Context: an optimization exercise on an open-source flow, tuned for small area, a short achievable clock period and few clock cycles per item. The choices shown serve that exercise and are no tape-out recipe.
The RTL was checked by simulation tests, not by an equivalence proof against the original design.
Power is estimated from default activity; no workload was simulated.

`flow/run.sh`:
```
#!/bin/bash
set -euo pipefail
export SETUP_SLACK_MARGIN=27.7
bash standard.sh > std_flow.log 2>&1
```
`standard.sh`:
```
#!/bin/bash
# synth_recipe.tcl (not shown) runs the flow's synth.tcl, then flattens the netlist and writes it again
# the make line also repeats each setting of config.mk as NAME=value (left out here)
make -C /OpenROAD-flow-scripts/flow DESIGN_CONFIG=/design/flow/config.mk WORK_HOME=/design/flow/orfs CLKGATE_MAP_FILE= SYNTH_SCRIPT=/design/flow/synth_recipe.tcl "${@:-finish}"
```
`config.mk`:
```
export PLATFORM = sky130hd
export DESIGN_NAME = pe_top
export DESIGN_NICKNAME = pe_top
export VERILOG_FILES = /design/flow/design.v
export SDC_FILE = /design/flow/constraint.sdc
export NUM_CORES = 4
export LEC_CHECK = 0
export CAP_MARGIN = 20
export CORE_MARGIN = 2
export CORE_UTILIZATION = 60
export CTS_BUF_LIST = sky130_fd_sc_hd__clkbuf_8
export SLEW_MARGIN = 20
```
`constraint.sdc`:
```
create_clock -name core_clock -period 36.0 [get_ports {clk_i}]
set_input_delay 7.2000 -clock core_clock [delete_from_list [all_inputs] [get_ports {clk_i}]]
set_output_delay 7.2000 -clock core_clock [all_outputs]
set_load 0.01 [all_outputs]
```
`design.v`:
```
`timescale 1ns/1ps
package pe_pkg;
    typedef struct packed {
        logic [8-1:0]   idx;
        logic [16-1:0] delta;
    } pe_event_t;
    typedef logic [16-1:0] vertex_val_t;
    typedef struct packed {
        logic [16-1:0] addr;
        logic                  write;
        logic [32-1:0] wdata;
    } bus_req_t;
    typedef union packed {
        logic [1:0][15:0]           rowptr;
        logic [3:0][8-1:0]  colidx;
    } edge_word_t;
endpackage
`timescale 1ns/1ps
module pe_top
(
    input  logic                  clk_i,
    input  logic                  rst_i,
    input  logic [8+16-1:0] ev_i,
    input  logic                  ev_valid_i,
    output logic                  ev_ready_o,
    output logic [8+16-1:0] pro_o,
    output logic                  pro_valid_o,
    input  logic                  pro_ready_i,
    output logic [16-1:0] paddr_o,
    output logic                  pwrite_o,
    output logic [32-1:0] pwdata_o,
    output logic                  psel_o,
    output logic                  penable_o,
    input  logic [32-1:0] prdata_i,
    input  logic                  pready_i
);
    localparam int DS = 2;
    localparam int DN = 16 / DS;
    localparam logic [2:0] K_RP0 = 3'd0;
    localparam logic [2:0] K_RP1 = 3'd1;
    localparam logic [2:0] K_VR  = 3'd2;
    localparam logic [2:0] K_VW  = 3'd3;
    localparam logic [2:0] K_COL = 3'd4;
    localparam logic [2:0] PH_IDLE = 3'd0;
    localparam logic [2:0] PH_RP0  = 3'd1;
    localparam logic [2:0] PH_RP1  = 3'd2;
    localparam logic [2:0] PH_VR   = 3'd3;
    localparam logic [2:0] PH_POST = 3'd4;
    logic        eb_free_q;
    logic [7:0]  eb_idx_q;
    logic [15:0] eb_delta_q;
    logic        accept;
    logic        eb_release;
    logic        above;
    assign ev_ready_o = eb_free_q;
    assign accept     = ev_valid_i && eb_free_q;
    assign above      = (eb_delta_q > 16'd64);
    logic [2:0]  ph_q;
    logic        vw_done_q;
    logic        col_pend_q;
    logic        col_first_q;
    logic        ptr_wait_q;
    logic        ptr_eval_q;
    logic        div_need_q;
    logic        pvw_q;
    logic        pvw_issue;
    logic [1:0]  vr_stage_q;
    logic [15:0] ps_q;
    logic [15:0] pe_q;
    logic        psel_q;
    logic        pen_q;
    logic [15:0] paddr_q;
    logic        pwrite_q;
    logic [15:0] pwdata_q;
    logic [2:0]  kind_q;
    logic        tf_first_q;
    logic [1:0]  tf_eoff_q;
    logic        div_busy_q;
    logic        div_full_q;
    logic [3:0] div_cnt_q;
    logic [15:0] div_d_q;
    logic [15:0] div_r_q;
    logic [15:0] div_q_q;
    logic [1:0]       cb_v_q;
    logic [1:0][31:0] cb_data_q;
    logic [1:0][1:0]  cb_pos_q;
    logic [1:0][1:0]  cb_eoff_q;
    logic [1:0]       cb_first_q;
    logic             cb_rd_q;
    logic             cb_wr_q;
    logic        pro_valid_q;
    logic [7:0]  pro_idx_q;
    logic [15:0] pro_delta_q;
    logic        bus_free;
    logic        xfer_end;
    logic        inflight_col;
    logic        slot_ok;
    logic        col_can;
    logic        vw_can;
    logic        issue;
    logic [2:0]  issue_kind;
    logic [15:0] issue_addr;
    logic [13:0] ps_w_inc;
    logic        col_last;
    logic        div_free;
    assign xfer_end     = pen_q && pready_i;
    assign bus_free     = !psel_q || xfer_end;
    assign inflight_col = psel_q && (kind_q == K_COL);
    assign slot_ok      = ({1'b0, cb_v_q[0]} + {1'b0, cb_v_q[1]} + {1'b0, inflight_col}) < 2'd2;
    assign col_can      = (ph_q == PH_POST) && col_pend_q && !div_need_q && slot_ok;
    assign vw_can       = (ph_q == PH_POST) && !vw_done_q && !ptr_wait_q && !div_need_q
                          && (vr_stage_q != 2'd0);
    assign ps_w_inc     = ps_q[15:2] + 14'd1;
    assign col_last     = (pe_q[1:0] == 2'd0) ? (ps_w_inc == pe_q[15:2]) : (ps_q[15:2] == pe_q[15:2]);
    assign div_free     = !div_busy_q && !div_full_q;
    assign pvw_issue = pvw_q && (vr_stage_q != 2'd0);
    always_comb
    begin
        issue      = 1'b0;
        issue_kind = K_VR;
        issue_addr = {8'h00, eb_idx_q};
        if (pvw_issue)
        begin
            issue      = 1'b1;
            issue_kind = K_VW;
            issue_addr = {8'h00, pe_q[7:0]};
        end
        else if (pvw_q)
        begin
            if ((ph_q == PH_IDLE) && above)
            begin
                issue      = !eb_free_q;
                issue_kind = K_RP0;
                issue_addr = {8'h01, 1'b0, eb_idx_q[7:1]};
            end
        end
        else
        case (ph_q)
            PH_IDLE:
            begin
                issue = !eb_free_q;
                if (above)
                begin
                    issue_kind = K_RP0;
                    issue_addr = {8'h01, 1'b0, eb_idx_q[7:1]};
                end
            end
            PH_RP0:
            begin
                issue      = 1'b1;
                issue_kind = K_RP0;
                issue_addr = {8'h01, 1'b0, eb_idx_q[7:1]};
            end
            PH_RP1:
            begin
                issue      = 1'b1;
                issue_kind = K_RP1;
                issue_addr = {8'h01, {1'b0, eb_idx_q[7:1]} + 8'd1};
            end
            PH_VR:
                issue = 1'b1;
            PH_POST:
            begin
                if (col_can)
                begin
                    issue      = 1'b1;
                    issue_kind = K_COL;
                    issue_addr = {2'b00, ps_q[15:2]} + 16'h0200;
                end
                else if (vw_can)
                begin
                    issue      = 1'b1;
                    issue_kind = K_VW;
                end
            end
            default: ;
        endcase
    end
    logic do_issue;
    assign do_issue   = bus_free && issue;
    assign eb_release = do_issue && !pvw_issue
                        && ((issue_kind == K_VW) || ((ph_q == PH_IDLE) && !above));
    always_ff @(posedge clk_i)
    begin
        if (rst_i)
        begin
            eb_free_q   <= 1'b1;
            ph_q        <= PH_IDLE;
            psel_q      <= 1'b0;
            pen_q       <= 1'b0;
            vw_done_q   <= 1'b0;
            col_pend_q  <= 1'b0;
            ptr_wait_q  <= 1'b0;
            ptr_eval_q  <= 1'b0;
            pvw_q       <= 1'b0;
            div_need_q  <= 1'b0;
            vr_stage_q  <= 2'd0;
        end
        else
        begin
            if (accept)
                eb_free_q <= 1'b0;
            else if (eb_release)
                eb_free_q <= 1'b1;
            if (do_issue)
            begin
                psel_q <= 1'b1;
                pen_q  <= 1'b0;
            end
            else if (psel_q && !pen_q)
                pen_q <= 1'b1;
            else if (xfer_end)
            begin
                psel_q <= 1'b0;
                pen_q  <= 1'b0;
            end
            if (do_issue && pvw_issue)
                pvw_q <= 1'b0;
            if (do_issue && !pvw_issue)
            begin
                case (ph_q)
                    PH_IDLE:
                    begin
                        vw_done_q  <= 1'b0;
                        ptr_wait_q <= above;
                        if (above)
                            ph_q <= eb_idx_q[0] ? PH_RP1 : PH_VR;
                        else
                            pvw_q <= 1'b1;
                    end
                    PH_RP0:  ph_q <= eb_idx_q[0] ? PH_RP1 : PH_VR;
                    PH_RP1:  ph_q <= PH_VR;
                    PH_VR:   ph_q <= PH_POST;
                    PH_POST:
                    begin
                        if (issue_kind == K_VW)
                        begin
                            vw_done_q <= 1'b1;
                            if (!col_pend_q)
                                ph_q <= PH_IDLE;
                        end
                        else
                        begin
                            col_pend_q <= !col_last;
                            if (col_last && vw_done_q)
                                ph_q <= PH_IDLE;
                        end
                    end
                    default: ph_q <= PH_IDLE;
                endcase
            end
            ptr_eval_q <= 1'b0;
            if (xfer_end && ((kind_q == K_RP1) || ((kind_q == K_RP0) && !eb_idx_q[0])))
                ptr_eval_q <= 1'b1;
            if (ptr_eval_q)
            begin
                ptr_wait_q <= 1'b0;
                col_pend_q <= (pe_q != ps_q);
            end
            if (ptr_eval_q && (pe_q != ps_q) && !div_free)
                div_need_q <= 1'b1;
            else if (div_free)
                div_need_q <= 1'b0;
            if (do_issue && (issue_kind == K_VW))
                vr_stage_q <= 2'd0;
            else if (xfer_end && (kind_q == K_VR))
                vr_stage_q <= 2'd1;
            else if (vr_stage_q == 2'd1)
                vr_stage_q <= 2'd2;
        end
    end
    always_ff @(posedge clk_i)
    begin
        if (do_issue)
        begin
            paddr_q  <= issue_addr;
            pwrite_q <= (issue_kind == K_VW);
            kind_q   <= issue_kind;
        end
        if (do_issue && (issue_kind == K_COL))
        begin
            ps_q[15:2] <= ps_w_inc;
            tf_first_q <= col_first_q;
            tf_eoff_q  <= col_last ? (pe_q[1:0] - 2'd1) : 2'd3;
            col_first_q <= 1'b0;
        end
        if (ptr_eval_q)
            col_first_q <= 1'b1;
        if (xfer_end)
        begin
            case (kind_q)
                K_RP0:
                begin
                    if (eb_idx_q[0])
                        ps_q <= prdata_i[31:16];
                    else
                    begin
                        ps_q <= prdata_i[15:0];
                        pe_q <= prdata_i[31:16];
                    end
                end
                K_RP1: pe_q <= prdata_i[15:0];
                K_VR:  pwdata_q <= prdata_i[15:0];
                default: ;
            endcase
        end
        if (vr_stage_q == 2'd1)
            pwdata_q <= pwdata_q + (pvw_q ? ps_q : eb_delta_q);
        if (do_issue && !pvw_q && (ph_q == PH_IDLE) && !above)
        begin
            pe_q[7:0] <= eb_idx_q;
            ps_q      <= eb_delta_q;
        end
        if (accept)
        begin
            eb_idx_q   <= ev_i[23:16];
            eb_delta_q <= ev_i[15:0];
        end
    end
    assign paddr_o   = paddr_q;
    assign pwrite_o  = pwrite_q;
    assign pwdata_o  = {16'h0000, pwdata_q};
    assign psel_o    = psel_q;
    assign penable_o = pen_q;
    logic [23:0] damped;
    logic        div_load;
    logic        share_take;
    logic [15:0] st_r [0:DS];
    logic [15:0] st_q [0:DS];
    logic [16:0] st_t [0:DS-1];
    logic [16:0] st_s [0:DS-1];
    logic [15:0] num;
    logic [15:0] deg;
    logic        skip8;
    logic        skip4;
    logic [20:0] d31;
    assign d31      = {eb_delta_q, 5'd0} - {5'd0, eb_delta_q};
    assign damped   = {d31, 3'd0} - {3'd0, d31};
    assign num      = damped[23:8];
    assign deg      = pe_q - ps_q;
    assign skip8    = ({8'd0, num[15:8]} < deg);
    assign skip4    = ({12'd0, num[15:12]} < deg);
    assign div_load = (div_need_q || (ptr_eval_q && (pe_q != ps_q))) && div_free;
    always_comb
    begin
        st_r[0] = div_r_q;
        st_q[0] = div_q_q;
        for (int i = 0; i < DS; i++)
        begin
            st_t[i] = {st_r[i], st_q[i][15]};
            st_s[i] = st_t[i] - {1'b0, div_d_q};
            if (!st_s[i][16])
            begin
                st_r[i+1] = st_s[i][15:0];
                st_q[i+1] = {st_q[i][14:0], 1'b1};
            end
            else
            begin
                st_r[i+1] = st_t[i][15:0];
                st_q[i+1] = {st_q[i][14:0], 1'b0};
            end
        end
    end
    always_ff @(posedge clk_i)
    begin
        if (rst_i)
        begin
            div_busy_q <= 1'b0;
            div_full_q <= 1'b0;
        end
        else
        begin
            if (div_load)
                div_busy_q <= 1'b1;
            else if (div_busy_q && (div_cnt_q == 4'(DN - 1)))
            begin
                div_busy_q <= 1'b0;
                div_full_q <= 1'b1;
            end
            if (share_take)
                div_full_q <= 1'b0;
        end
    end
    always_ff @(posedge clk_i)
    begin
        if (div_load)
        begin
            div_d_q   <= deg;
            if (skip8)
            begin
                div_r_q   <= {8'd0, num[15:8]};
                div_q_q   <= {num[7:0], 8'd0};
                div_cnt_q <= 4'(8 / DS);
            end
            else if (skip4)
            begin
                div_r_q   <= {12'd0, num[15:12]};
                div_q_q   <= {num[11:0], 4'd0};
                div_cnt_q <= 4'(4 / DS);
            end
            else
            begin
                div_r_q   <= 16'd0;
                div_q_q   <= num;
                div_cnt_q <= '0;
            end
        end
        else
        begin
            div_r_q   <= st_r[DS];
            div_cnt_q <= div_cnt_q + 1'b1;
            if (div_busy_q)
                div_q_q <= st_q[DS];
        end
    end
    logic       h_v;
    logic [31:0] h_data;
    logic [1:0] h_pos;
    logic [1:0] h_eoff;
    logic       h_first;
    logic       load;
    logic       cap;
    logic [7:0] h_byte;
    assign h_v     = cb_v_q[cb_rd_q];
    assign h_data  = cb_data_q[cb_rd_q];
    assign h_pos   = cb_pos_q[cb_rd_q];
    assign h_eoff  = cb_eoff_q[cb_rd_q];
    assign h_first = cb_first_q[cb_rd_q];
    assign h_byte  = h_data[8*h_pos +: 8];
    assign load    = h_v && (!pro_valid_q || pro_ready_i) && (!h_first || div_full_q);
    assign share_take = load && h_first;
    assign cap     = xfer_end && (kind_q == K_COL);
    always_ff @(posedge clk_i)
    begin
        if (rst_i)
        begin
            cb_v_q      <= 2'b00;
            cb_rd_q     <= 1'b0;
            cb_wr_q     <= 1'b0;
            pro_valid_q <= 1'b0;
        end
        else
        begin
            if (load && (h_pos == h_eoff))
            begin
                cb_v_q[cb_rd_q] <= 1'b0;
                cb_rd_q         <= !cb_rd_q;
            end
            if (cap)
            begin
                cb_v_q[cb_wr_q] <= 1'b1;
                cb_wr_q         <= !cb_wr_q;
            end
            if (load)
                pro_valid_q <= 1'b1;
            else if (pro_ready_i)
                pro_valid_q <= 1'b0;
        end
    end
    always_ff @(posedge clk_i)
    begin
        if (load)
        begin
            cb_pos_q[cb_rd_q]   <= h_pos + 2'd1;
            cb_first_q[cb_rd_q] <= 1'b0;
            pro_idx_q           <= h_byte;
            if (h_first)
                pro_delta_q <= div_q_q;
        end
        if (cap)
        begin
            cb_data_q[cb_wr_q]  <= prdata_i;
            cb_pos_q[cb_wr_q]   <= tf_first_q ? ps_q[1:0] : 2'd0;
            cb_eoff_q[cb_wr_q]  <= tf_eoff_q;
            cb_first_q[cb_wr_q] <= tf_first_q;
        end
    end
    assign pro_o       = {pro_idx_q, pro_delta_q};
    assign pro_valid_o = pro_valid_q;
endmodule
```
==> metrics.md, run 1 <==
| Metric | Value |
|---|---|
| Outcome | `complete, no violations` |
| DRT Wirelength | `46,100 um` |
| Clock skew | `23.3 ps` |
| Worst path arrival time | `around 1200 ps` |
| Initial core utilization | `around three fifths` |
| Hold Crit Class | `flip-flop to flip-flop` |
| Yosys reg bits | `266` |
| Adder-Cell Fraction of Synth Area | `8.40%` |
| DRT Pass-1 Iters | `8` |
| Placer Congestion | `around 0.95` |
| Largest family of logic cells by synthesized area | `compound AO/OA/AOI/OAI gates` |
| Worst-path clk slew | `70 ps` |
| Row cnt | `between 60 and 70` |
| F_max | `0.119 GHz` |
| WP data required | `~29,000 ps` |
| Peak VDD IR | `between 0.06 and 0.07 mV` |
| FFs w/ async S/R, synth | `0%` |
| P_leak | `around 7.7 nW` |
| Worst Hold Depth | `0` |
| WL/cell | `20.2 um` |
| Initial antenna violation count | `0` |
| Period utilization | `23.3%` |
| Clk Latency, worst-skew pair | `580 ps` |
| Levels on crit path | `1` |
| Post-place instance area | `approximately 19,000 sq um` |
| Final hold vios | `0` |
| Fillers | `2,230` |
| Final Max Slew Viols | `0` |
| Compound-Gate Fraction of Synth Area | `roughly 17%` |
| H-Tree Depth | `2` |
| Layout cell share with drive strength beyond 1 | `14.1%` |
| Vias in the first global route | `~13,000` |
| Simple-Gate Fraction of Synth Area | `between 10 and 15%` |
| Max incr delay on CP | `~430 ps` |
| Register area share after synthesis | `43.4%` |
| CTS Buf Count | `44` |
| Die Area | `29,700 sq um` |
| Buffers on Ports | `120` |
| Total clock sinks | `266` |
| Drt drc | `0` |
| Xor-xnor portion of the synthesized cell area | `6.28%` |
| Core ar. | `27,900 sq um` |
| Crit path max-delay family | `flip-flops` |
| Hpwl dp | `34,300 um` |
| Synth-to-Final Area Change | `14.4%` |
| Synthesized area per cell | `9.93 sq um` |
| Multiplexer area fraction after synthesis | `6.80%` |
| Slowest CP cell | `edfxtp_1` |
| Tmin final | `8380 ps` |
| Setup CP Type | `flip-flop to output pin` |
| Max_cap viols | `0` |
| Number of distinct library cells after synthesis | `89` |
| CTS Root Buffer Type | `clkbuf_8` |
| Die Span X | `172 um` |
| Largest net degree at the start of global routing | `47` |
| Max_slew headroom | `roughly an eighth` |
| Remaining Overflow, GRT | `0` |
| Diodes inserted | `0` |
| RSZ-0062 raised after global routing | `yes` |
| # IOs | `138` |
| Antenna viol nets, final | `0` |
| Syn Inst Count | `between 1,500 and 2,000` |
| Final #Nets | `2,034` |
| Mapped cell area | `17,000 sq um` |
| Worst Path Max Fanout | `2` |
| CP startpoint kind | `flip-flop` |
| Post-Layout Inst Area | `19,400 sq um` |
| Max Root-Sink Buffers | `3` |
| Synth Flop Type | `edfxtp_1` |
| EDFF count, synth | `204` |
| CTS tree | `done` |
| Avg Vias per Cell | `6.07` |
| Hold buffer count at cts | `0` |
| Die height | `roughly 170 um` |
| Crit path buf inv count | `1` |
| Synth warn | `5` |
| Setup crit end kind | `output pin` |
| Reg2Reg Depth | `32` |
| Initial DRC count | `1,372` |
| Post-route setup TNS | `0 ps` |
| Setup-failing EPs final | `0` |
| Worst slew pin tran | `1280 ps` |
| Worst path cell trace | `buf_2` |
| Via count | `13,821` |
| Global Route Usage Sum | `30.7%` |
| First-pass GRT wire length | `69,300 um` |
| Pwr Density | `about 77 nW/um^2` |
| Final hold slack | `449 ps` |
## synthesized netlist by cell type, types with 5 or more instances
library cell / number / area share [%]
nand2b_1: 15 / 0.55
nor3_1: 35 / 1.0
nor2b_1: 17 / 0.63
a21boi_0: 5 / 0.22
o311ai_0: 5 / 0.26
a2111oi_0: 6 / 0.31
and3_1: 10 / 0.37
o31ai_1: 11 / 0.49
ha_1: 106 / 7.8
nand4_1: 11 / 0.41
nand3_1: 37 / 1.1
a22oi_1: 9 / 0.40
a21o_1: 19 / 0.84
a211oi_1: 18 / 0.80
a222oi_1: 5 / 0.29
nor3b_1: 5 / 0.22
nor4_1: 15 / 0.55
or2_2: 5 / 0.18
mux2_2: 27 / 1.8
xnor2_1: 85 / 4.4
a31oi_1: 15 / 0.55
inv_1: 124 / 2.7
mux2i_1: 49 / 2.9
nand2_1: 147 / 3.2
xor2_1: 35 / 1.8
nor2_1: 136 / 3.0
o21bai_1: 10 / 0.44
o211ai_1: 15 / 0.66
dfxtp_1: 62 / 7.3
o21a_1: 23 / 1.0
a21oi_1: 96 / 2.8
buf_4: 17 / 0.75
buf_1: 6 / 0.13
a221oi_1: 6 / 0.31
and2_1: 15 / 0.55
mux4_2: 16 / 2.1
edfxtp_1: 204 / 36
o21ai_0: 119 / 3.5
o22ai_1: 7 / 0.26
or3_1: 16 / 0.59
clkbuf_1: 50 / 1.1
## placed cells by master, fill, tap and decap left out, types with 27 or more instances in the layout
master	n
nor2_1	134
ha_1	106
dfxtp_1	59
buf_4	44
mux2i_1	49
nand3_1	36
inv_1	143
xor2_1	33
o21ai_0	114
clkbuf_8	47
mux2_2	27
edfxtp_1	204
buf_2	59
nand2_1	142
a21oi_1	95
nor3_1	33
clkdlybuf4s50_1	59
xnor2_1	83
## worst paths after layout
| kind | startpoint | end | slack (ps) |
|---|---|---|---|
| worst min register to register | div_q_q[11] | pro_delta_q[11] | 450 |
| worst max register to register | eb_delta_q[0] | div_q_q[11] | 28300 |
| worst max-delay path | pwdata_q[14] | pwdata_o[14] | 27620 |
| worst min-delay path | div_q_q[11] | pro_delta_q[11] | 450 |
## power by group
group,internal (mW),total (mW),switching [mW]
registers,0.386,0.439,0.0534
clock network,0.122,0.245,0.123
logic,0.363,0.815,0.452
total,0.871,1.50,0.628
## cell type report
cell class | count | area (sq um) | area share [%]
repair inverters | 1 | 7.51 | 0.0386
multi-input cells | 1259 | 9010 | 46.4
flip-flops and latches | 266 | 7380 | 38.0
repair buffers | 166 | 1270 | 6.55
clock buffers | 47 | 647 | 3.33
well taps | 378 | 473 | 2.43
inverters | 125 | 483 | 2.48
clock inverters | 35 | 164 | 0.843
## repair_timing
| action | in CTS | in global routing |
|---|---|---|
| endpoints found under the setup margin | 253 | 71 |
| gates resized for setup | 261 | 12 |
| pin swaps | 2 | 2 |
| gates cloned | 2 | 0 |
| setup buffers | 23 | 10 |
## metrics by stage
stage	power, mW	worst slack (ps)	utilization [%]	cells
finish	1.50	27620	69.8	2277
global route	1.60	27600	69.8	2277
CTS	1.49	27620	69.2	2266
detailed placement	1.24	25650	66.5	2159
global placement	1.22	25720	66.5	2159
floorplan	1.05	27130	-	1727
## layer usage
metal	share of wire [%]	GRT usage (%)
met4	3.6	12.0
met5	0	0
met3	9.0	6.96
met2	45	48.3
met1	43	41.6
## cell families (layout without fill, tap and decap cells)
group	Yosys count	count (layout)
compound gates	432	433
mux	92	92
buf+inv	203	374
fa+ha+maj	112	112
xor+xnor	121	121
other cells	1	17
simple gates	484	484
flops	266	266
Testbench counts, summed over its fixed seeds: cycles 11,728, items 1,200.
==> inputs of run 2 (changes only) <==
--- a/config.mk
+++ b/config.mk
@@ -8,5 +8,4 @@
 export CAP_MARGIN = 20
 export CORE_MARGIN = 2
 export CORE_UTILIZATION = 60
-export CTS_BUF_LIST = sky130_fd_sc_hd__clkbuf_8
 export SLEW_MARGIN = 20
==> metrics.md, run 2 <==
| Metric | Value |
|---|---|
| WP data required | `28,800 ps (about the same)` |
| Area fraction of the dominant cell type after synthesis | `36.1% (unchanged)` |
| EDFF count, synth | `204 (unchanged)` |
| Synth-to-Final Area Change | `15.4%` |
| Crit path max-delay family | `flip-flops` |
| Period utilization | `23.2% (-0.094 points)` |
| Die height | `172 um (unchanged)` |
| Final Max Slew Viols | `0 (unchanged)` |
| Post-synth top area cell | `edfxtp_1` |
| Final hold vios | `0 (unchanged)` |
| Initial antenna violation count | `0 (unchanged)` |
| WL/cell | `20.6 um (+1.7%)` |
| Worst Path Max Fanout | `2 (unchanged)` |
| Largest cells by area after synthesis | `edfxtp_1, ha_1, dfxtp_1, xnor2_1, o21ai_0` |
| Placer Congestion | `0.947 (unchanged)` |
| Initial DRC count | `1,311 (-4.4%)` |
| Largest net degree at the start of global routing | `47 (unchanged)` |
| CTS Buf Count | `28 (-36%)` |
| Synthesized area per cell | `9.93 sq um (unchanged)` |
| Buffers on Ports | `120 (unchanged)` |
| Max_slew headroom | `18.5% (+5.9 points)` |
| Synth warn | `5 (unchanged)` |
| Worst-path clk slew | `60 ps (about the same)` |
| Remaining Overflow, GRT | `0 (unchanged)` |
| Post-Layout Inst Area | `19,600 sq um (+0.84%)` |
| Worst path arrival time | `1150 ps (-30 ps)` |
| Max_cap viols | `0 (unchanged)` |
| Row cnt | `61 (unchanged)` |
| Drt drc | `0 (unchanged)` |
| Clk Latency, worst-skew pair | `560 ps (-20 ps)` |
| Tmin final | `8350 ps (-33.9 ps)` |
| Synth Flop Type | `edfxtp_1` |
| Switching Fraction | `40.4% (-1.4 points)` |
| Clock Power Share | `19.4% (+3.1 points)` |
| Yosys reg bits | `266 (unchanged)` |
| CTS Root Buffer Type | `clkbuf_16` |
| Top post-synthesis cells by count | `edfxtp_1, nand2_1, nor2_1` |
| Most frequent cells in the layout | `edfxtp_1, nand2_1, nor2_1, inv_1, o21ai_0` |
| Core ar. | `27,900 sq um (unchanged)` |
| # IOs | `138 (unchanged)` |
| Setup-failing EPs final | `0 (unchanged)` |
| Hold buffer count at cts | `0 (unchanged)` |
| Diodes inserted | `0 (unchanged)` |
| Sw power | `0.631 mW (+0.52%)` |
| Most common cell after layout, fill and taps aside | `edfxtp_1` |
| Register share of total power | `28.1% (-1.2 points)` |
| Mapped cell area | `17,000 sq um (unchanged)` |
| F_max | `0.120 GHz (+0.41%)` |
| Clock skew | `24.7 ps (+1.44 ps)` |
| Worst setup margin | `27,650 ps (+33.9 ps)` |
| DRT Pass-1 Iters | `7 (-1)` |
| Setup CP Type | `flip-flop to output pin` |
| Total clock sinks | `266 (unchanged)` |
| Syn Inst Count | `1,711 (unchanged)` |
| RSZ-0062 raised after global routing | `yes` |
| Post-route setup TNS | `0 ps (unchanged)` |
| Most frequent cell after synthesis | `edfxtp_1` |
| Vias in the first global route | `12,857 (-1.0%)` |
| Internal power | `0.929 mW (+6.7%)` |
| Avg Vias per Cell | `6.14 (+1.2%)` |
| Final #Nets | `2,017 (-0.84%)` |
| Hold Crit Class | `flip-flop to flip-flop` |
| CP startpoint kind | `flip-flop` |
| FFs w/ async S/R, synth | `0% (unchanged)` |
| Setup crit end kind | `output pin` |
| Crit path buf inv count | `1 (unchanged)` |
| Register area share after synthesis | `43.4% (unchanged)` |
| Via count | `13,801 (-0.14%)` |
| Initial core utilization | `61.0% (unchanged)` |
| Worst slew pin tran | `1200 ps (-73.0 ps)` |
| Final core occ | `70.4% (+0.58 points)` |
| Worst path cell trace | `buf_2` |
| Number of distinct library cells after synthesis | `89 (unchanged)` |
| Max Root-Sink Buffers | `3 (unchanged)` |
| H-Tree Depth | `1 (-1)` |
| First-pass GRT wire length | `69,600 um (+0.50%)` |
| P_leak | `7.66 nW (-0.44%)` |
| DRT Wirelength | `46,300 um (+0.35%)` |
| Slowest CP cell | `edfxtp_1` |
| Die Area | `29,700 sq um (unchanged)` |
| CTS tree | `done` |
| Setup slack at placement | `25,650 ps (unchanged)` |
| Global Route Usage Sum | `30.8% (+0.069 points)` |
| Layout cell share with drive strength beyond 1 | `13.7% (-0.36 points)` |
| Outcome | `complete, no violations` |
| Hpwl dp | `34,300 um (unchanged)` |
| Max incr delay on CP | `430 ps (about the same)` |
| Combinational Power Share | `52.5% (-1.9 points)` |
| Die Span X | `172 um (unchanged)` |
| Peak VDD IR | `0.0791 mV (+32%)` |
| Antenna viol nets, final | `0 (unchanged)` |
| Pwr Density | `79.6 nW/um^2 (+3.2%)` |
| Post-place instance area | `18,500 sq um (unchanged)` |
[run 2: routing by layer]
metal,wire [um],up-vias,GRT usage (%)
li1,-,6540,-
met3,4100,100,6.23
met2,20900,597,48.9
met1,19600,6564,42.1
met4,1660,0,11.1
met5,0,-,0
[run 2: cells by family (layout without fill, tap and decap cells)]
| logic type | count (synthesis) | after routing | synth area share [%] |
|---|---|---|---|
| fa+ha+maj | 112 | 112 | 8.40 |
| other cells | 1 | 17 | 0.0221 |
| compound gates | 432 | 433 | 16.7 |
| simple gates | 484 | 485 | 13.4 |
| buf+inv | 203 | 342 | 4.97 |
| mux | 92 | 92 | 6.80 |
| flops | 266 | 266 | 43.4 |
| xor+xnor | 121 | 121 | 6.28 |
[run 2: area by class of cell]
cell class / count / area [sq um]
clock buffer: 35 / 767
sequential: 266 / 7380
timing repair inverter: 1 / 7.51
timing repair buffer: 164 / 1280
tap: 378 / 473
clock inverter: 17 / 208
inverter: 125 / 483
multi-input combinational: 1260 / 9010
fill: 2183 / 8260
[run 2: worst paths after layout]
kind | from | end | slack (ps) | cells after the start
setup / recovery | pwdata_q[14] | pwdata_o[14] | 27650 | 1
hold / removal | div_q_q[11] | pro_delta_q[11] | 440 | 0
setup reg to reg | eb_delta_q[0] | div_q_q[11] | 28340 | 30
hold reg to reg | div_q_q[11] | pro_delta_q[11] | 440 | 0
[run 2: worst reg2reg max path: cells and delay by family (launching register included)]
kind	cells	cell delay, ps
DFF	1	550
adders and majority gates	3	1010
and+or+nand+nor	9	1840
xor gates and xnor gates	2	710
AOI/OAI and AO/OA	13	2820
buffers and inverters	3	460
[run 2: through the flow]
stage	instances	total power, mW	hold WS (ps)
2_1_floorplan	1727	1.05	399
3_5_place_dp	2159	1.24	438
5_1_grt	2246	1.66	461
4_1_cts	2236	1.55	440
6_report	2246	1.56	441
3_3_place_gp	2159	1.22	427
[run 2: power by group through the flow]
stage / logic (mW) / registers, mW / clock network, mW
finish: 0.819 / 0.439 / 0.302
global placement: 0.780 / 0.443 / 0
detailed placement: 0.799 / 0.443 / 0
global route: 0.906 / 0.442 / 0.316
floorplan: 0.639 / 0.413 / 0
CTS: 0.806 / 0.436 / 0.304
[run 2: repair_timing]
action | CTS | global route
setup buffers | 22 | 9
pin swaps | 2 | 2
hold endpoints to repair | 0 | 0
endpoints found under the setup margin | 253 | 62
resized for setup | 261 | 12
gates cloned | 3 | 0
==> inputs of run 3 (changes only) <==
--- a/config.mk
+++ b/config.mk
@@ -8,4 +8,6 @@
 export CAP_MARGIN = 20
 export CORE_MARGIN = 2
 export CORE_UTILIZATION = 60
+export CTS_CLUSTER_DIAMETER = 70
+export CTS_CLUSTER_SIZE = 25
 export SLEW_MARGIN = 20
==> metrics.md, run 3 <==
| Metric | Value |
|---|---|
| Buffers on Ports | `120 (unchanged)` |
| Register share of total power | `29.6% (+1.5 points)` |
| Initial DRC count | `1,322 (+0.84%)` |
| Total clock sinks | `266 (unchanged)` |
| Most common cell after layout, fill and taps aside | `edfxtp_1` |
| F_max | `0.120 GHz (about the same)` |
| FFs w/ async S/R, synth | `0% (unchanged)` |
| Setup CP Type | `flip-flop to output pin` |
| Global Route Usage Sum | `30.6% (-0.24 points)` |
| Post-synth top area cell | `edfxtp_1` |
| Clock Power Share | `15.4% (-4.0 points)` |
| Worst-path clk slew | `90 ps (+30 ps)` |
| # IOs | `138 (unchanged)` |
| Largest cells by area after synthesis | `edfxtp_1, ha_1, dfxtp_1, xnor2_1, o21ai_0` |
| Diodes inserted | `0 (unchanged)` |
| CTS Buf Count | `19 (-32%)` |
| Crit path max-delay family | `flip-flops` |
| Max_cap viols | `0 (unchanged)` |
| Syn Inst Count | `1,711 (unchanged)` |
| Worst path cell trace | `buf_2` |
| Combinational Power Share | `55.1% (+2.6 points)` |
| Worst Path Max Fanout | `2 (unchanged)` |
| Number of distinct library cells after synthesis | `89 (unchanged)` |
| Synth-to-Final Area Change | `13.7%` |
| Mapped cell area | `17,000 sq um (unchanged)` |
| Period utilization | `23.2% (about the same)` |
| CP startpoint kind | `flip-flop` |
| Hpwl dp | `34,300 um (unchanged)` |
| CTS Root Buffer Type | `clkbuf_16` |
| EDFF count, synth | `204 (unchanged)` |
| H-Tree Depth | `1 (unchanged)` |
| Most frequent cell after synthesis | `edfxtp_1` |
| Die Span X | `172 um (unchanged)` |
| Register area share after synthesis | `43.4% (unchanged)` |
| DRT Pass-1 Iters | `6 (-1)` |
| Crit path buf inv count | `1 (unchanged)` |
| Largest net degree at the start of global routing | `47 (unchanged)` |
| Hold Crit Class | `flip-flop to flip-flop` |
| P_leak | `7.53 nW (-1.7%)` |
| Vias in the first global route | `12,756 (-0.79%)` |
| Core ar. | `27,900 sq um (unchanged)` |
| Setup crit end kind | `output pin` |
| Max Root-Sink Buffers | `3 (unchanged)` |
| Via count | `13,812 (+0.080%)` |
| Pwr Density | `76.7 nW/um^2 (-3.6%)` |
| Synthesized area per cell | `9.93 sq um (unchanged)` |
| Peak VDD IR | `0.0610 mV (-23%)` |
| Die height | `172 um (unchanged)` |
| Max_slew headroom | `11.4% (-7.1 points)` |
| Worst slew pin tran | `1300 ps (+90.4 ps)` |
| Area fraction of the dominant cell type after synthesis | `36.1% (unchanged)` |
| Avg Vias per Cell | `6.19 (+0.71%)` |
| Most frequent cells in the layout | `edfxtp_1, nand2_1, nor2_1, inv_1, o21ai_0` |
| Internal power | `0.854 mW (-8.1%)` |
| Final hold slack | `454 ps (+12.6 ps)` |
| Final hold vios | `0 (unchanged)` |
| Synth Flop Type | `edfxtp_1` |
| RSZ-0062 raised after global routing | `yes` |
| CTS tree | `done` |
| Slowest CP cell | `edfxtp_1` |
| Tmin final | `8350 ps (+2.60 ps)` |
| Remaining Overflow, GRT | `0 (unchanged)` |
| Outcome | `complete, no violations` |
| Setup-failing EPs final | `0 (unchanged)` |
| WL/cell | `20.6 um (about the same)` |
| DRT Wirelength | `45,900 um (-0.71%)` |
| Placer Congestion | `0.947 (unchanged)` |
| Clock skew | `24.7 ps (+0.0492 ps)` |
| Switching Fraction | `42.4% (+2.0 points)` |
| Hold buffer count at cts | `0 (unchanged)` |
| Initial antenna violation count | `0 (unchanged)` |
| Sw power | `0.628 mW (-0.38%)` |
| Drt drc | `0 (unchanged)` |
| WP data required | `28,800 ps (about the same)` |
| Clk Latency, worst-skew pair | `540 ps (-20 ps)` |
| Initial core utilization | `61.0% (unchanged)` |
| Yosys reg bits | `266 (unchanged)` |
| Synth warn | `5 (unchanged)` |
| Post-route setup TNS | `0 ps (unchanged)` |
| Final Max Slew Viols | `0 (unchanged)` |
| Worst path arrival time | `1150 ps (about the same)` |
| Die Area | `29,700 sq um (unchanged)` |
| First-pass GRT wire length | `69,100 um (-0.81%)` |
| Max incr delay on CP | `440 ps (about the same)` |
| Row cnt | `61 (unchanged)` |
| Antenna viol nets, final | `0 (unchanged)` |
| Top post-synthesis cells by count | `edfxtp_1, nand2_1, nor2_1` |
| Layout cell share with drive strength beyond 1 | `13.4% (-0.33 points)` |
| Final #Nets | `2,012 (-0.25%)` |
[run 3: cell counts after synthesis]
Identical to the previous run, type by type.
[run 3: metrics by stage]
stage | util (%) | worst slack, ps | instance area, sq um | cells | power, mW
after floorplan | - | 27130 | 17100 | 1727 | 1.05
after global placement | 66.5 | 25720 | 18500 | 2159 | 1.22
after detailed placement | 66.5 | 25650 | 18500 | 2159 | 1.24
after CTS | 68.6 | 27650 | 19100 | 2218 | 1.47
after global routing | 69.3 | 27640 | 19300 | 2232 | 1.58
final | 69.3 | 27650 | 19300 | 2232 | 1.48
[run 3: worst paths after layout]
| kind | slack, ps | start | to | cells after the start |
|---|---|---|---|---|
| worst max-delay path | 27650 | pwdata_q[14] | pwdata_o[14] | 1 |
| worst min-delay path | 450 | ptr_eval_q | ptr_wait_q | 1 |
| worst max register to register | 28240 | eb_delta_q[0] | div_q_q[11] | 31 |
| worst min register to register | 450 | ptr_eval_q | ptr_wait_q | 1 |
[run 3: cells by family after synthesis]
kind of cell,after synthesis,synth area share [%]
xor gates and xnor gates,121,6.28
DFF,266,43.4
buffers and inverters,203,4.97
and+or+nand+nor,484,13.4
AOI/OAI and AO/OA,432,16.7
muxes,92,6.80
adders and majority gates,112,8.40
other,1,0.0221
[run 3: final cells by class]
type                       instances  area [sq um]
clock inverter                    14           159
timing repair inverter             1          7.51
clock buffer                      20           479
tap                              378           473
fill                            2218          8540
inverter                         125           483
sequential                       266          7380
multi-input combinational       1259          9020
timing repair buffer             169          1320
[run 3: per-layer routing]
layer / vias up / wire (um) / global-route usage [%]
met5: - / 0 / 0
met4: 0 / 1770 / 10.9
met3: 105 / 3780 / 5.38
met2: 588 / 20500 / 48.3
met1: 6587 / 19900 / 42.5
li1: 6532 / - / -
[run 3: power by group through the flow]
stage	clock network [mW]	logic, mW	registers [mW]
3_3_place_gp	0	0.780	0.443
5_1_grt	0.239	0.903	0.441
2_1_floorplan	0	0.639	0.413
3_5_place_dp	0	0.799	0.443
6_report	0.228	0.816	0.438
4_1_cts	0.231	0.805	0.435
[run 3: timing repair]
item,in CTS,in global routing
cloned,2,0
endpoints found under the setup margin,271,96
buffers inserted,23,13
gates resized for setup,260,17
endpoints found under the hold margin,0,0
pin swaps,2,6
==> inputs of run 4 (changes only) <==
==> flow/run.sh (replaced) <==
#!/bin/bash
set -euo pipefail
export SETUP_SLACK_MARGIN=27.7
export BUFFER_PORTS_ARGS="-inputs -outputs -buffer_cell sky130_fd_sc_hd__buf_2"
bash standard.sh > std_flow.log 2>&1
--- a/config.mk
+++ b/config.mk
@@ -8,6 +8,4 @@
 export CAP_MARGIN = 20
 export CORE_MARGIN = 2
 export CORE_UTILIZATION = 60
-export CTS_CLUSTER_DIAMETER = 70
-export CTS_CLUSTER_SIZE = 25
 export SLEW_MARGIN = 20
==> metrics.md, run 4 <==
| Metric | Value |
|---|---|
| Outcome | `complete, no violations` |
| Register share of total power | `27.9% (-1.7 points)` |
| Most common cell after layout, fill and taps aside | `edfxtp_1` |
| Buffers on Ports | `120 (unchanged)` |
| Via count | `13,743 (-0.50%)` |
| Largest net degree at the start of global routing | `42 (-11%)` |
| Vias in the first global route | `12,983 (+1.8%)` |
| Initial DRC count | `1,271 (-3.9%)` |
| Register area share after synthesis | `43.4% (unchanged)` |
| Initial antenna violation count | `0 (unchanged)` |
| Post-route setup TNS | `0 ps (unchanged)` |
| DR top layer | `met4` |
| Setup slack at placement | `26,140 ps (+492 ps)` |
| Period utilization | `23.2% (+0.030 points)` |
| Syn Inst Count | `1,711 (unchanged)` |
| Initial core utilization | `61.0% (unchanged)` |
| WP data required | `28,800 ps (about the same)` |
| Clk Latency, worst-skew pair | `570 ps (+30 ps)` |
| Antenna viol nets, final | `0 (unchanged)` |
| Total power | `1.56 mW (+5.1%)` |
| EDFF count, synth | `204 (unchanged)` |
| FFs w/ async S/R, synth | `0% (unchanged)` |
| Drt drc | `0 (unchanged)` |
| Final hold slack | `438 ps (-15.8 ps)` |
| Hpwl dp | `34,100 um (-0.65%)` |
| Final hold vios | `0 (unchanged)` |
| Tmin final | `8360 ps (+10.7 ps)` |
| CTS Buf Count | `29 (+10)` |
| First-pass GRT wire length | `70,000 um (+1.4%)` |
| Sw power | `0.636 mW (+1.3%)` |
| WL/cell | `20.5 um (-0.20%)` |
| H-Tree Depth | `1 (unchanged)` |
| F_max | `0.120 GHz (-0.13%)` |
| Avg Vias per Cell | `6.12 (-1.1%)` |
| Synth-to-Final Area Change | `13.4%` |
| Max incr delay on CP | `430 ps (about the same)` |
| Metal3 WL | `3930 um (+4.1%)` |
| Die Area | `29,700 sq um (unchanged)` |
| Global Route Usage Sum | `30.9% (+0.36 points)` |
| Internal power | `0.922 mW (+8.0%)` |
| Max_slew headroom | `33.3% (+22 points)` |
| Number of distinct library cells after synthesis | `89 (unchanged)` |
| Largest cells by area after synthesis | `edfxtp_1, ha_1, dfxtp_1, xnor2_1, o21ai_0` |
| Most frequent cells in the layout | `edfxtp_1, nand2_1, nor2_1, inv_1, buf_2` |
| Most frequent cell after synthesis | `edfxtp_1` |
| Setup-failing EPs final | `0 (unchanged)` |
| Peak VDD IR | `0.0719 mV (+18%)` |
| Slowest CP cell | `edfxtp_1` |
| Worst path arrival time | `1160 ps (about the same)` |
| Max_cap viols | `0 (unchanged)` |
| Die Span X | `172 um (unchanged)` |
| CTS Root Buffer Type | `clkbuf_16` |
| Total clock sinks | `266 (unchanged)` |
| DRT Pass-1 Iters | `8 (+2)` |
| RSZ-0062 raised after global routing | `yes` |
| Placer Congestion | `0.959 (+1.3%)` |
| Remaining Overflow, GRT | `0 (unchanged)` |
| Post-synth top area cell | `edfxtp_1` |
| Core ar. | `27,900 sq um (unchanged)` |
| CTS tree | `done` |
| Diodes inserted | `0 (unchanged)` |
| Top post-synthesis cells by count | `edfxtp_1, nand2_1, nor2_1` |
| Area fraction of the dominant cell type after synthesis | `36.1% (unchanged)` |
| Final #Nets | `2,016 (+0.20%)` |
| P_leak | `7.65 nW (+1.6%)` |
| # IOs | `138 (unchanged)` |
| Combinational Power Share | `52.9% (-2.2 points)` |
| Max Root-Sink Buffers | `3 (unchanged)` |
| Mapped cell area | `17,000 sq um (unchanged)` |
| Yosys reg bits | `266 (unchanged)` |
| DRT met1 WL | `19,900 um (-0.13%)` |
| Row cnt | `61 (unchanged)` |
| Crit path buf inv count | `1 (unchanged)` |
| Met2 Wirelength | `20,400 um (-0.45%)` |
| CP startpoint kind | `flip-flop` |
| Worst Path Max Fanout | `2 (unchanged)` |
| Synthesized area per cell | `9.93 sq um (unchanged)` |
| Clock skew | `12.0 ps (-12.7 ps)` |
| Synth Flop Type | `edfxtp_1` |
| DRT Wirelength | `46,100 um (+0.42%)` |
| Setup crit end kind | `output pin` |
| Fillers | `2,162 (-2.5%)` |
| Register area | `7380 sq um (unchanged)` |
| Clock Power Share | `19.2% (+3.8 points)` |
| Switching Fraction | `40.8% (-1.6 points)` |
| Worst path cell trace | `buf_2` |
| Setup CP Type | `flip-flop to output pin` |
| Worst-path clk slew | `60 ps (-30 ps)` |
| Layout cell share with drive strength beyond 1 | `16.8% (+3.4 points)` |
| Post-Layout Inst Area | `19,300 sq um (-0.27%)` |
| Synth warn | `5 (unchanged)` |
| Multi-input logic area | `9020 sq um (about the same)` |
| Worst setup margin | `27,640 ps (-10.7 ps)` |
| Crit path max-delay family | `flip-flops` |
| Die height | `172 um (unchanged)` |
| Worst slew pin tran | `992 ps (-303 ps)` |
| Hold Crit Class | `flip-flop to flip-flop` |
| Pwr Density | `80.9 nW/um^2 (+5.4%)` |
| Post-place instance area | `18,000 sq um (-3.1%)` |
| Final Max Slew Viols | `0 (unchanged)` |
==> run 4: kinds of logic after synthesis <==
kind of cell / Yosys count / share of synthesized area (%)
buffers and inverters: 203 / 4.97
xor gates and xnor gates: 121 / 6.28
AOI/OAI and AO/OA: 432 / 16.7
adders and majority gates: 112 / 8.40
muxes: 92 / 6.80
DFF: 266 / 43.4
other: 1 / 0.0221
and+or+nand+nor: 484 / 13.4
==> run 4: cell type report <==
class | count | share of cell area, %
Multi-Input combinational cell | 1259 | 46.8
Sequential cell | 266 | 38.3
Timing Repair Buffer | 163 | 4.96
Clock buffer | 40 | 4.08
Inverter | 125 | 2.48
Tap cell | 378 | 2.45
Clock inverter | 14 | 0.864
Timing Repair inverter | 1 | 0.0390
==> run 4: power groups by stage <==
| stage | clock (mW) | combinational [mW] | sequential [mW] |
|---|---|---|---|
| after global placement | 0 | 0.780 | 0.439 |
| after global routing | 0.312 | 0.909 | 0.439 |
| after CTS | 0.302 | 0.810 | 0.432 |
| after floorplan | 0 | 0.639 | 0.413 |
| after detailed placement | 0 | 0.796 | 0.439 |
| final | 0.299 | 0.824 | 0.436 |
==> run 4: repair_timing <==
action,4_1_cts,5_1_grt
setup buffers,20,8
gates cloned,2,0
hold buffers,0,0
gates resized for setup,17,14
pin swaps,1,3
endpoints found under the setup margin,121,71
==> run 4: worst paths after layout <==
path / from / end / slack [ps] / cells past startpoint
worst max-delay path: pwdata_q[14] / pwdata_o[14] / 27640 / 1
worst min-delay path: ptr_eval_q / ptr_wait_q / 440 / 1
worst min register to register: ptr_eval_q / ptr_wait_q / 440 / 1
worst max register to register: eb_delta_q[0] / div_q_q[10] / 28230 / 26
==> run 4: per-layer routing <==
layer  vias up  track usage [%]
met5         -                0
met3       109             5.42
met4         0             12.6
met1      6525             42.8
li1       6533                -
met2       576             48.4
==> run 4: through the flow <==
step	util, %	cells
5_1_grt	69.2	2246
2_1_floorplan	-	1727
6_report	69.2	2246
3_5_place_dp	64.5	2162
3_3_place_gp	64.5	2162
4_1_cts	68.7	2238
==> inputs of run 5 (changes only) <==
==> flow/run.sh (replaced) <==
#!/bin/bash
set -euo pipefail
export SETUP_SLACK_MARGIN=27.85
export BUFFER_PORTS_ARGS="-inputs -outputs -buffer_cell sky130_fd_sc_hd__buf_2"
bash standard.sh > std_flow.log 2>&1
--- a/config.mk
+++ b/config.mk
@@ -8,4 +8,6 @@
 export CAP_MARGIN = 20
 export CORE_MARGIN = 2
 export CORE_UTILIZATION = 60
+export CTS_CLUSTER_DIAMETER = 70
+export CTS_CLUSTER_SIZE = 25
 export SLEW_MARGIN = 20
==> metrics.md, run 5 <==
| Metric | Value |
|---|---|
| Layout Cells excl Fill | `2,228 (-0.80%)` |
| Worst Path Max Fanout | `2 (unchanged)` |
| Hpwl dp | `34,200 um (+0.21%)` |
| Crit path buf inv count | `1 (unchanged)` |
| Post-Layout Inst Area | `19,100 sq um (-0.75%)` |
| Setup slack at placement | `26,200 ps (+62.5 ps)` |
| DRT Pass-1 Iters | `7 (-1)` |
| # IOs | `138 (unchanged)` |
| Worst-path clk slew | `90 ps (+30 ps)` |
| Worst path arrival time | `1130 ps (-30 ps)` |
| Clock Power Share | `15.9% (-3.3 points)` |
| Placer Congestion | `0.949 (-1.0%)` |
| Die height | `172 um (unchanged)` |
| Max_slew headroom | `14.3% (-19 points)` |
| P_leak | `7.55 nW (-1.3%)` |
| Largest net degree at the start of global routing | `44 (+4.8%)` |
| H-Tree Depth | `1 (unchanged)` |
| Tmin final | `8330 ps (-30.7 ps)` |
| Remaining Overflow, GRT | `0 (unchanged)` |
| Register area share after synthesis | `43.4% (unchanged)` |
| F_max | `0.120 GHz (+0.37%)` |
| WP data required | `28,800 ps (about the same)` |
| Top post-synthesis cells by count | `edfxtp_1, nand2_1, nor2_1` |
| Worst setup margin | `27,670 ps (+30.7 ps)` |
| Core ar. | `27,900 sq um (unchanged)` |
| Clock skew | `24.4 ps (+12.3 ps)` |
| Buffers on Ports | `120 (unchanged)` |
| Layout cell share with drive strength beyond 1 | `16.9% (+0.11 points)` |
| Reg2Reg Depth | `29 (+12%)` |
| Final hold vios | `0 (unchanged)` |
| RSZ-0062 raised after global routing | `yes` |
| R2r startpoint | `eb_delta_q[2]` |
| Synth Flop Type | `edfxtp_1` |
| Global Route Usage Sum | `30.9% (about the same)` |
| Switching Fraction | `42.3% (+1.4 points)` |
| R2r endpoint | `div_q_q[10]` |
| Setup crit end kind | `output pin` |
| Origin of the worst setup path | `pwdata_q[14]` |
| EDFF count, synth | `204 (unchanged)` |
| Pwr Density | `77.9 nW/um^2 (-3.7%)` |
| Register share of total power | `29.3% (+1.4 points)` |
| Drt drc | `0 (unchanged)` |
| Number of distinct library cells after synthesis | `89 (unchanged)` |
| Most frequent cells in the layout | `edfxtp_1, nand2_1, nor2_1, inv_1, buf_2` |
| Met2 usage | `48.8% (+0.38 points)` |
| Internal power | `0.860 mW (-6.7%)` |
| Avg Vias per Cell | `6.14 (+0.40%)` |
| Antenna viol nets, final | `0 (unchanged)` |
| Final #Nets | `2,009 (-0.35%)` |
| Placed instance count | `2,159 (-0.14%)` |
| Peak VDD IR | `0.0602 mV (-16%)` |
| Outcome | `complete, no violations` |
| Post-route setup TNS | `0 ps (unchanged)` |
| GRT Max-Usage Layer | `met2` |
| Period utilization | `23.1% (-0.085 points)` |
| Most common cell after layout, fill and taps aside | `edfxtp_1` |
| Synth warn | `5 (unchanged)` |
| Slowest CP cell | `edfxtp_1` |
| Synthesized area per cell | `9.93 sq um (unchanged)` |
| First-pass GRT wire length | `70,400 um (+0.63%)` |
| Most frequent cell after synthesis | `edfxtp_1` |
| Initial core utilization | `61.0% (unchanged)` |
| Die Area | `29,700 sq um (unchanged)` |
| DRT Wirelength | `46,200 um (+0.27%)` |
| Area fraction of the dominant cell type after synthesis | `36.1% (unchanged)` |
| CTS Root Buffer Type | `clkbuf_16` |
| CTS Buf Count | `19 (-34%)` |
| Die Span X | `172 um (unchanged)` |
| Sw power | `0.630 mW (-1.1%)` |
| Max_cap viols | `0 (unchanged)` |
| Post-place instance area | `17,900 sq um (about the same)` |
| Diodes inserted | `0 (unchanged)` |
| Row cnt | `61 (unchanged)` |
| Clk Latency, worst-skew pair | `520 ps (-50 ps)` |
| CTS tree | `done` |
| Final core occ | `68.6% (-0.52 points)` |
| Worst slew pin tran | `1250 ps (+261 ps)` |
| Syn Inst Count | `1,711 (unchanged)` |
| Post-synth top area cell | `edfxtp_1` |
| Setup CP Type | `flip-flop to output pin` |
| Setup-failing EPs final | `0 (unchanged)` |
| Met1 usage | `44.8% (+2.0 points)` |
| Crit path capture | `pwdata_o[14]` |
| Met3 Use GR | `3.41% (-2.0 points)` |
| Max incr delay on CP | `440 ps (about the same)` |
| Initial antenna violation count | `1 (+1)` |
| Max Root-Sink Buffers | `3 (unchanged)` |
| Initial DRC count | `1,433 (+13%)` |
| Combinational Power Share | `54.8% (+1.9 points)` |
| Final Max Slew Viols | `0 (unchanged)` |
| FFs w/ async S/R, synth | `0% (unchanged)` |
| Synth-to-Final Area Change | `12.5%` |
| Via count | `13,687 (-0.41%)` |
| Crit path max-delay family | `flip-flops` |
| WL/cell | `20.8 um (+1.1%)` |
| Yosys reg bits | `266 (unchanged)` |
| Largest cells by area after synthesis | `edfxtp_1, ha_1, dfxtp_1, xnor2_1, o21ai_0` |
| Vias in the first global route | `12,716 (-2.1%)` |
| Worst path cell trace | `buf_2` |
| Levels on crit path | `1 (unchanged)` |
| CP startpoint kind | `flip-flop` |
| Mapped cell area | `17,000 sq um (unchanged)` |
| Total clock sinks | `266 (unchanged)` |
| Hold buffer count at cts | `0 (unchanged)` |
| R2R setup slack | `28,290 ps (+60 ps)` |
| Hold Crit Class | `flip-flop to flip-flop` |
==> run 5: cell count changes in the layout (fill, tap and decap cells not counted), moves of 3 or more <==
cell,before,now
clkbuf_1,9,1
buf_8,0,3
clkbuf_16,29,19
clkinv_2,5,0
==> run 5: per-layer routing <==
layer,vias up,share of wire (%)
met3,82,7.2
li1,6508,-
met1,6563,44
met2,534,45
met4,0,3.4
met5,-,0
==> run 5: cells by family (layout without fill, tap and decap cells) <==
group	after synthesis	after routing	share of synthesized area, %
AND/OR/NAND/NOR	484	484	13.4
AO/OA/AOI/OAI	432	433	16.7
flip-flops	266	266	43.4
buffers and inverters	203	325	4.97
XOR/XNOR	121	121	6.28
adder cells (fa/ha/maj)	112	112	8.40
multiplexers	92	92	6.80
other	1	17	0.0221
==> run 5: worst min path at each step <==
stage,from,endpoint,cells past startpoint
4_1_cts,ptr_eval_q,ptr_wait_q,1
2_1_floorplan,ptr_eval_q,ptr_wait_q,1
6_report,div_q_q[2],pro_delta_q[2],0
3_3_place_gp,div_cnt_q[0],div_cnt_q[0],1
3_5_place_dp,div_q_q[2],pro_delta_q[2],0
5_1_grt,div_q_q[2],pro_delta_q[2],0
==> run 5: power groups by stage <==
stage                     Sequential (mW)  Clock, mW  Combinational (mW)
after global placement              0.441          0               0.773
after global routing                0.440      0.249               0.904
final                               0.436      0.237               0.817
after CTS                           0.434      0.239               0.804
after floorplan                     0.413          0               0.639
after detailed placement            0.441          0               0.788
==> run 5: per-stage QoR <==
step	hold WS, ps	power (mW)
after global routing	461	1.59
after CTS	450	1.48
after global placement	431	1.21
final	454	1.49
after floorplan	399	1.05
after detailed placement	431	1.23
==> run 5: cell type report <==
cell class | count | area (sq um)
Clock inverter | 13 | 198
Timing Repair Buffer | 166 | 1040
Tap cell | 378 | 473
Inverter | 125 | 478
Sequential cell | 266 | 7380
Fill cell | 2215 | 8740
Timing Repair inverter | 1 | 7.51
Multi-Input combinational cell | 1259 | 9070
Clock buffer | 20 | 479
==> run 5: repair_timing <==
item,4_1_cts,5_1_grt
buffers inserted,22,11
pin swaps,5,7
endpoints found under the setup margin,153,101
gates resized for setup,30,16
cloned,2,0
==> inputs of run 6 (changes only) <==
==> flow/run.sh (replaced) <==
#!/bin/bash
set -euo pipefail
export SETUP_SLACK_MARGIN=27.7
export BUFFER_PORTS_ARGS="-inputs -outputs -buffer_cell sky130_fd_sc_hd__buf_2"
bash standard.sh > std_flow.log 2>&1
==> metrics.md, run 6 <==
| Metric | Value |
|---|---|
| Diodes inserted | `0 (unchanged)` |
| Remaining Overflow, GRT | `0 (unchanged)` |
| Total clock sinks | `266 (unchanged)` |
| Levels on crit path | `1 (unchanged)` |
| Final #Nets | `1,999 (-0.50%)` |
| Most frequent cells in the layout | `edfxtp_1, nand2_1, nor2_1, inv_1, buf_2` |
| Core ar. | `27,900 sq um (unchanged)` |
| Initial antenna violation count | `1 (unchanged)` |
| Via count | `13,669 (-0.13%)` |
| CP startpoint kind | `flip-flop` |
| # IOs | `138 (unchanged)` |
| Tmin final | `8320 ps (-5.40 ps)` |
| Layout Cells excl Fill | `2,218 (-0.45%)` |
| Peak VDD IR | `0.0712 mV (+18%)` |
| Setup CP Type | `flip-flop to output pin` |
| Buffers on Ports | `120 (unchanged)` |
| Placed instance count | `2,162 (+0.14%)` |
| Worst Path Max Fanout | `2 (unchanged)` |
| Total power | `1.50 mW (+0.43%)` |
| P_leak | `7.48 nW (-0.93%)` |
| Reg2Reg Depth | `26 (-10%)` |
| Synth-to-Final Area Change | `11.5%` |
| Hold buffer count at cts | `0 (unchanged)` |
| Largest net degree at the start of global routing | `42 (-4.5%)` |
| DRT Pass-1 Iters | `8 (+1)` |
| EDFF count, synth | `204 (unchanged)` |
| Syn Inst Count | `1,711 (unchanged)` |
| Worst path cell trace | `buf_2` |
| Initial core utilization | `61.0% (unchanged)` |
| Period utilization | `23.1% (about the same)` |
| Post-route setup TNS | `0 ps (unchanged)` |
| Antenna viol nets, final | `0 (unchanged)` |
| Die height | `172 um (unchanged)` |
| Area fraction of the dominant cell type after synthesis | `36.1% (unchanged)` |
| Pwr Density | `79.0 nW/um^2 (+1.4%)` |
| Register area | `7380 sq um (about the same)` |
| Worst path arrival time | `1120 ps (about the same)` |
| Clock skew | `28.9 ps (+4.54 ps)` |
| F_max | `0.120 GHz (about the same)` |
| Placer Congestion | `0.959 (+1.0%)` |
| Max_cap viols | `0 (unchanged)` |
| DRT Wirelength | `45,600 um (-1.3%)` |
| Worst setup margin | `27,680 ps (+5.40 ps)` |
| Most common cell after layout, fill and taps aside | `edfxtp_1` |
| Setup crit end kind | `output pin` |
| Final Max Slew Viols | `0 (unchanged)` |
| Setup slack at placement | `26,140 ps (-62.5 ps)` |
| Synthesized area per cell | `9.93 sq um (unchanged)` |
| Max Root-Sink Buffers | `3 (unchanged)` |
| Hold Crit Class | `flip-flop to flip-flop` |
| Yosys reg bits | `266 (unchanged)` |
| Global Route Usage Sum | `30.6% (-0.29 points)` |
| Final hold slack | `442 ps (-11.9 ps)` |
| Post-synth top area cell | `edfxtp_1` |
| Initial DRC count | `1,248 (-13%)` |
| Vias in the first global route | `12,743 (+0.21%)` |
| RSZ-0062 raised after global routing | `yes` |
| Final hold vios | `0 (unchanged)` |
| Mapped cell area | `17,000 sq um (unchanged)` |
| Layout cell share with drive strength beyond 1 | `15.9% (-0.94 points)` |
| R2r startpoint | `eb_delta_q[1]` |
| FFs w/ async S/R, synth | `0% (unchanged)` |
| Worst Hold Depth | `1 (+1)` |
| Drt drc | `0 (unchanged)` |
| Clk Latency, worst-skew pair | `520 ps (about the same)` |
| Outcome | `complete, no violations` |
| Multi-input logic area | `9010 sq um (-0.62%)` |
| Max incr delay on CP | `440 ps (about the same)` |
| Setup-failing EPs final | `0 (unchanged)` |
| Top post-synthesis cells by count | `edfxtp_1, nand2_1, nor2_1` |
| Avg Vias per Cell | `6.16 (+0.32%)` |
| Origin of the worst setup path | `pwdata_q[0]` |
| Crit path buf inv count | `1 (unchanged)` |
| Fillers | `2,227 (+0.54%)` |
| Slowest CP cell | `edfxtp_1` |
| Max_slew headroom | `31.9% (+18 points)` |
| CTS tree | `done` |
| WL/cell | `20.6 um (-0.87%)` |
| Synth Flop Type | `edfxtp_1` |
| First-pass GRT wire length | `69,600 um (-1.1%)` |
| WP data required | `28,800 ps (about the same)` |
| Register area share after synthesis | `43.4% (unchanged)` |
| Worst slew pin tran | `1020 ps (-234 ps)` |
| Hold_sp | `ptr_eval_q` |
| CTS Buf Count | `18 (-1)` |
| Crit path max-delay family | `flip-flops` |
| Most frequent cell after synthesis | `edfxtp_1` |
| Worst-path clk slew | `90 ps (about the same)` |
| CTS Root Buffer Type | `clkbuf_16` |
| Hpwl dp | `34,100 um (-0.21%)` |
| H-Tree Depth | `1 (unchanged)` |
| Number of distinct library cells after synthesis | `89 (unchanged)` |
| Synth warn | `5 (unchanged)` |
| Die Area | `29,700 sq um (unchanged)` |
| Largest cells by area after synthesis | `edfxtp_1, ha_1, dfxtp_1, xnor2_1, o21ai_0` |
| Row cnt | `61 (unchanged)` |
| Die Span X | `172 um (unchanged)` |
[run 6: timing repair]
action / CTS / global route
cloned: 2 / 0
gates resized for setup: 16 / 15
setup buffers: 13 / 9
pin swaps: 1 / 6
setup endpoints to repair: 108 / 65
[run 6: worst reg2reg max path, stage by stage (launching register included)]
cell and delay (ps):
edfxtp_1 530, inv_1 220, ha_1 270, or4b_1 540
a2bb2oi_1 200, a21oi_1 170, xor2_1 350, inv_1 170
ha_1 390, o21ai_0 180, o311a_1 370, maj3_2 310
o211a_1 250, or3_1 390, a22oi_1 200, xor2_1 480
ha_1 340, nor2b_1 130, o21ai_0 150, nand2_1 100
or4_1 430, a211oi_1 340, nor3b_2 140, nand3_4 260
a2111oi_4 90, a221oi_1 370, o41ai_2 130
[run 6: worst paths after layout]
path	endpoint	slack [ps]
worst min-delay path	ptr_wait_q	440
worst max-delay path	pwdata_o[0]	27680
worst min register to register	ptr_wait_q	440
worst max register to register	div_q_q[11]	28240
[run 6: area by class of cell]
cell class,count,share of cell area [%]
Sequential cell,266,38.9
Inverter,125,2.52
Tap cell,378,2.50
Multi-Input combinational cell,1259,47.6
Clock inverter,9,0.872
Timing Repair Buffer,157,4.80
Clock buffer,23,2.75
Timing Repair inverter,1,0.0396
[run 6: cells by family after synthesis]
| group | count (synthesis) | synth area share [%] |
|---|---|---|
| compound gates | 432 | 16.7 |
| xor+xnor | 121 | 6.28 |
| fa+ha+maj | 112 | 8.40 |
| buf+inv | 203 | 4.97 |
| flops | 266 | 43.4 |
| mux | 92 | 6.80 |
| other cells | 1 | 0.0221 |
| simple gates | 484 | 13.4 |
[run 6: stage by stage]
step	utilization [%]	instance area (sq um)
final	68.0	18900
after global routing	68.0	18900
after CTS	67.5	18800
after detailed placement	64.5	18000
after global placement	64.5	18000
after floorplan	-	17100
[run 6: power by group]
group	switching (mW)	total, mW	internal [mW]
clock	0.117	0.240	0.124
combinational	0.460	0.821	0.361
sequential	0.0502	0.435	0.385
total	0.627	1.50	0.869
[run 6: per-layer routing]
layer	vias up	part of all wire [%]	track usage, %
met1	6554	44	43.2
met3	85	7.6	4.53
li1	6490	-	-
met4	2	3.4	10.4
met2	538	45	48.7
met5	-	0.039	0
==> inputs of run 7 (changes only) <==
--- a/config.mk
+++ b/config.mk
@@ -7,7 +7,7 @@
 export LEC_CHECK = 0
 export CAP_MARGIN = 20
 export CORE_MARGIN = 2
-export CORE_UTILIZATION = 60
+export CORE_UTILIZATION = 50
 export CTS_CLUSTER_DIAMETER = 70
 export CTS_CLUSTER_SIZE = 25
 export SLEW_MARGIN = 20
==> metrics.md, run 7 <==
| Metric | Value |
|---|---|
| Synthesized area per cell | `9.93 sq um (unchanged)` |
| Most common cell after layout, fill and taps aside | `edfxtp_1` |
| Worst path cell trace | `buf_2` |
| Drt drc | `0 (unchanged)` |
| Die Span X | `188 um (+9.3%)` |
| DRT Pass-1 Iters | `5 (-3)` |
| Placer Congestion | `0.922 (-3.9%)` |
| Hold path endpoint | `ptr_wait_q` |
| Outcome | `complete, no violations` |
| Peak VDD IR | `0.0811 mV (+14%)` |
| Adder-Cell Fraction of Synth Area | `8.40% (unchanged)` |
| CTS tree | `done` |
| Via count | `13,552 (-0.86%)` |
| CTS Root Buffer Type | `clkbuf_16` |
| Final core occ | `57.2% (-11 points)` |
| Period utilization | `23.2% (+0.11 points)` |
| Crit path max-delay family | `flip-flops` |
| Pwr Density | `78.9 nW/um^2 (-0.12%)` |
| P_leak | `7.56 nW (+1.1%)` |
| Initial core utilization | `50.7% (-10 points)` |
| DRT Wirelength | `47,100 um (+3.1%)` |
| WL/cell | `20.5 um (-0.60%)` |
| Multiplexer area fraction after synthesis | `6.80% (unchanged)` |
| Register area share after synthesis | `43.4% (unchanged)` |
| Compound-Gate Fraction of Synth Area | `16.7% (unchanged)` |
| R2r endpoint | `div_q_q[3]` |
| Synth-to-Final Area Change | `12.8%` |
| # IOs | `138 (unchanged)` |
| Setup slack at placement | `26,690 ps (+553 ps)` |
| Max_cap viols | `0 (unchanged)` |
| Worst path arrival time | `1160 ps (+40 ps)` |
| Synth warn | `5 (unchanged)` |
| Total power | `1.51 mW (+1.1%)` |
| Largest family of logic cells by synthesized area | `compound AO/OA/AOI/OAI gates` |
| Avg Vias per Cell | `5.89 (-4.4%)` |
| Slowest CP cell | `edfxtp_1` |
| Tmin final | `8360 ps (+37.8 ps)` |
| Antenna viol nets, final | `0 (unchanged)` |
| Top post-synthesis cells by count | `edfxtp_1, nand2_1, nor2_1` |
| Final Max Slew Viols | `0 (unchanged)` |
| Worst Path Max Fanout | `2 (unchanged)` |
| Clock skew | `27.4 ps (-1.47 ps)` |
| Most frequent cell after synthesis | `edfxtp_1` |
| Post-Layout Inst Area | `19,200 sq um (+1.2%)` |
| Remaining Overflow, GRT | `0 (unchanged)` |
| CP startpoint kind | `flip-flop` |
| Row cnt | `67 (+9.8%)` |
| Buffers on Ports | `120 (unchanged)` |
| Syn Inst Count | `1,711 (unchanged)` |
run 7: cell counts after synthesis:
No cell type changed its count.
run 7: what timing repair did:
| item | 4_1_cts | 5_1_grt |
|---|---|---|
| endpoints found under the setup margin | 85 | 72 |
| gates resized for setup | 11 | 19 |
| gates cloned | 2 | 0 |
| setup buffers | 20 | 7 |
| pin swaps | 1 | 5 |
run 7: cells by family (layout without fill, tap and decap cells):
logic type	Yosys count	count (layout)
AOI/OAI and AO/OA	432	432
xor gates and xnor gates	121	121
adders and majority gates	112	112
buffers and inverters	203	328
DFF	266	266
muxes	92	92
other	1	18
and+or+nand+nor	484	484
run 7: worst max-delay path by stage:
stage	startpoint	cells after the start	endpoint	slack (ps)
floorplan	pready_i	9	ps_q[14]	27130
CTS	pwdata_q[4]	1	pwdata_o[4]	27640
finish	pwdata_q[4]	1	pwdata_o[4]	27640
detailed placement	pready_i	11	ps_q[14]	26690
global placement	pready_i	11	ps_q[14]	26720
global route	pwdata_q[4]	1	pwdata_o[4]	27610
run 7: metrics by stage:
| step | cells | hold slack (ps) |
|---|---|---|
| 2_1_floorplan | 1727 | 399 |
| 3_3_place_gp | 2235 | 428 |
| 3_5_place_dp | 2235 | 437 |
| 4_1_cts | 2293 | 452 |
| 5_1_grt | 2300 | 462 |
| 6_report | 2301 | 456 |
run 7: layout make-up:
type	instances	area, sq um	share of cell area (%)
Tap cell	448	561	2.92
Timing Repair Buffer	166	1010	5.28
Inverter	125	478	2.49
Timing Repair inverter	1	7.51	0.0392
Clock buffer	22	529	2.76
Clock inverter	14	184	0.959
Sequential cell	266	7380	38.5
Antenna cell	1	2.50	0.0131
Multi-Input combinational cell	1258	9020	47.0
run 7: layer usage:
layer / GRT usage (%) / wire length [um]
met1: 37.6 / 21500
met2: 40.9 / 21200
met3: 2.92 / 2550
met4: 9.56 / 1820
met5: 0 / 0
run 7: report_power, final:
group / total, mW / internal [mW] / switching [mW]
clock network: 0.248 / 0.118 / 0.131
registers: 0.437 / 0.385 / 0.0526
logic: 0.826 / 0.365 / 0.461
total: 1.51 / 0.868 / 0.645

Re-timed with assumed drivers on the ports (clkbuf_16 on the clock, buf_2 on other inputs), run 7 has 27.584 ns of setup slack against 27.638 ns with ideal ports, and 27.204 ns once port delays also move by the mid clock arrival of 0.581 ns.
